Context: an optimization exercise on an open-source flow, tuned for small area and a short achievable clock period. The choices shown serve that exercise and are no tape-out recipe.
At most, simulation tests tie the RTL to the original design; equivalence was not proved.
Power and IR drop assume default switching activity.

## spi_eeprom_responder
module spi_eeprom_responder #(
   parameter int DEPTH  = 256,
   parameter int ADDR_W = 8,
   parameter int PAGE   = 16
) (
   input  logic FCLK_CLK0,
   input  logic RST,
   input  logic i_sclk,
   input  logic i_mosi,
   input  logic i_ss_n,
   output logic o_miso,
   output logic o_miso_oe,
   output logic o_wel,
   output logic o_cmd_err
);
make LEC_CHECK=0 CAP_MARGIN=20 CORE_MARGIN=2 CORE_UTILIZATION=55 CTS_CLUSTER_DIAMETER=80 CTS_CLUSTER_SIZE=30 PLACE_DENSITY=0.65 SETUP_SLACK_MARGIN=1.8 SLEW_MARGIN=20 SYNTH_HIERARCHICAL=1 finish   # period 3.8 ns
run.sh (not shown) runs the stock make flow with config.mk's settings and CLKGATE_MAP_FILE= SYNTH_SCRIPT=/design/flow/synth_recipe.tcl, a recipe that flattens the netlist after the stock synthesis.
Then changed:
--- a/flow/design.v
+++ b/flow/design.v
@@ -88,16 +88,17 @@
    input  logic i_ss_n,
    output logic o_miso,
    output logic o_miso_oe,
    output logic o_wel,
    output logic o_cmd_err
 );
    spi_eeprom_pkg::state_t              r_state, w_state_nx;
    logic [2:0]          r_bit_cnt;
+   logic                r_cnt7;        
    logic [7:0]          r_shift_in, r_miso_sr;
    logic [15:0]         r_lo, r_hi;    
    logic [15:0]         r_lo_n;        
    logic                r_wel, r_is_write, r_wr_armed, r_cmd_err;
    logic                r_mosi_s1, r_mosi_s2;
    logic [1:0]          r_ld_pipe;
    logic                r_wpend, r_winc;
    logic r_sclk_s1, r_sclk_s2, r_sclk_s3;
@@ -126,17 +127,17 @@
       end
    end
    assign w_sclk_rise = r_sclk_s2 & ~r_sclk_s3;
    assign w_sclk_fall = ~r_sclk_s2 & r_sclk_s3;
    assign w_sel       = r_sel_s2;
    assign w_ss_rise   = ~r_sel_s2 & r_sel_s3;
    assign w_ss_fall   = r_sel_s2 & ~r_sel_s3;
    assign w_byte      = {r_shift_in[6:0], r_mosi_s2};
-   assign w_byte_done = w_sclk_rise & (r_bit_cnt == 3'd7) & w_sel;
+   assign w_byte_done = w_sclk_rise & r_cnt7 & w_sel;
    always_ff @(posedge FCLK_CLK0) begin
       if (RST) r_state <= spi_eeprom_pkg::IDLE;
       else     r_state <= w_state_nx;
    end
    always_comb begin
       w_state_nx = r_state;
       w_set_wel  = 1'b0;
       w_clr_wel  = 1'b0;
@@ -174,16 +175,17 @@
             spi_eeprom_pkg::RDSR:  if (w_byte_done) w_ld_sts  = 1'b1;
             default: ;
          endcase
       end
    end
    always_ff @(posedge FCLK_CLK0) begin
       if (RST) begin
          r_bit_cnt  <= '0;
+         r_cnt7     <= 1'b0;
          r_shift_in <= '0;
          r_miso_sr  <= '0;
          r_lo       <= 16'd1;
          r_hi       <= 16'd1;
          r_wel      <= 1'b0;
          r_is_write <= 1'b0;
          r_wr_armed <= 1'b0;
          r_cmd_err  <= 1'b0;
@@ -199,19 +201,21 @@
          r_mosi_s2 <= r_mosi_s1;
          r_cmd_err <= w_cmd_err;
          r_ld_pipe <= {r_ld_pipe[0], w_rd_start | w_rd_next};
          r_wpend   <= w_wr_next & r_wel;
          r_hi_wr_n <= ~({16{w_wr_next & r_wel}} & r_hi);
          r_winc    <= w_wr_next;
          if (w_ss_fall || w_ss_rise) begin
             r_bit_cnt  <= '0;
+            r_cnt7     <= 1'b0;
             r_shift_in <= '0;
          end else if (w_sclk_rise && w_sel) begin
             r_bit_cnt  <= r_bit_cnt + 3'd1;
+            r_cnt7     <= (r_bit_cnt == 3'd6);
             r_shift_in <= w_byte;
          end
          if (w_set_wel)      r_wel <= 1'b1;
          else if (w_clr_wel) r_wel <= 1'b0;
          if (w_set_wr)      r_is_write <= 1'b1;
          else if (w_set_rd) r_is_write <= 1'b0;
          if (w_ss_rise)                     r_wr_armed <= 1'b0;
          else if (w_ld_addr && r_is_write) r_wr_armed <= 1'b1;
What happened:
- power went up slightly
- die area stays flat
- worst setup slack improves by 0.19 ns
- non-clock buffer count went down by 52
- worst hold slack degrades by 0.11 ns
- sequential power hardly moves
- final area went down slightly
- global-route usage went down by 0.37 points
- final cell count went down slightly
- via count went down slightly
- register-to-register slack improves by 0.20 ns
- maximum frequency went up by roughly a tenth
- wire length went down by a few percent
Function not checked in the first run of this note: the RTL went through the layout flow alone.

afterwards: timing with drivers on the ports:
Ports are ideal in the flow. The routed layouts listed here were re-timed in OpenROAD. Step 1, drivers: a clkbuf_16 drives FCLK_CLK0 and a buf_2 each remaining input, both assumed. Step 2, shift: input delay + t, output delay - t, t = (earliest + latest rising clock arrival at the registers) / 2. This alone moves slack from input paths to output paths. a / b / c = ideal ports / drivers / drivers and shift; a / b = the first two.
| run | shift t [ns] | slack for setup (ns) | worst hold slack (ns) | latest minus earliest clock arrival (ns) | worst slew at a driven data input, ns |
|---|---|---|---|---|---|
| the first run | 0.836 | 1.555 / 1.555 / 1.206 | 0.448 / 0.448 / 0.448 | 0.050 / 0.050 | 0.03 |
| the second run | 0.839 | 1.741 / 1.657 / 1.414 | 0.341 / 0.275 / 0.446 | 0.048 / 0.047 | 0.03 |
After both steps setup and hold are still met in every run listed. The setup slack of the first run, which loses most, moves by 0.000 ns with the drivers and by -0.349 ns with both steps.
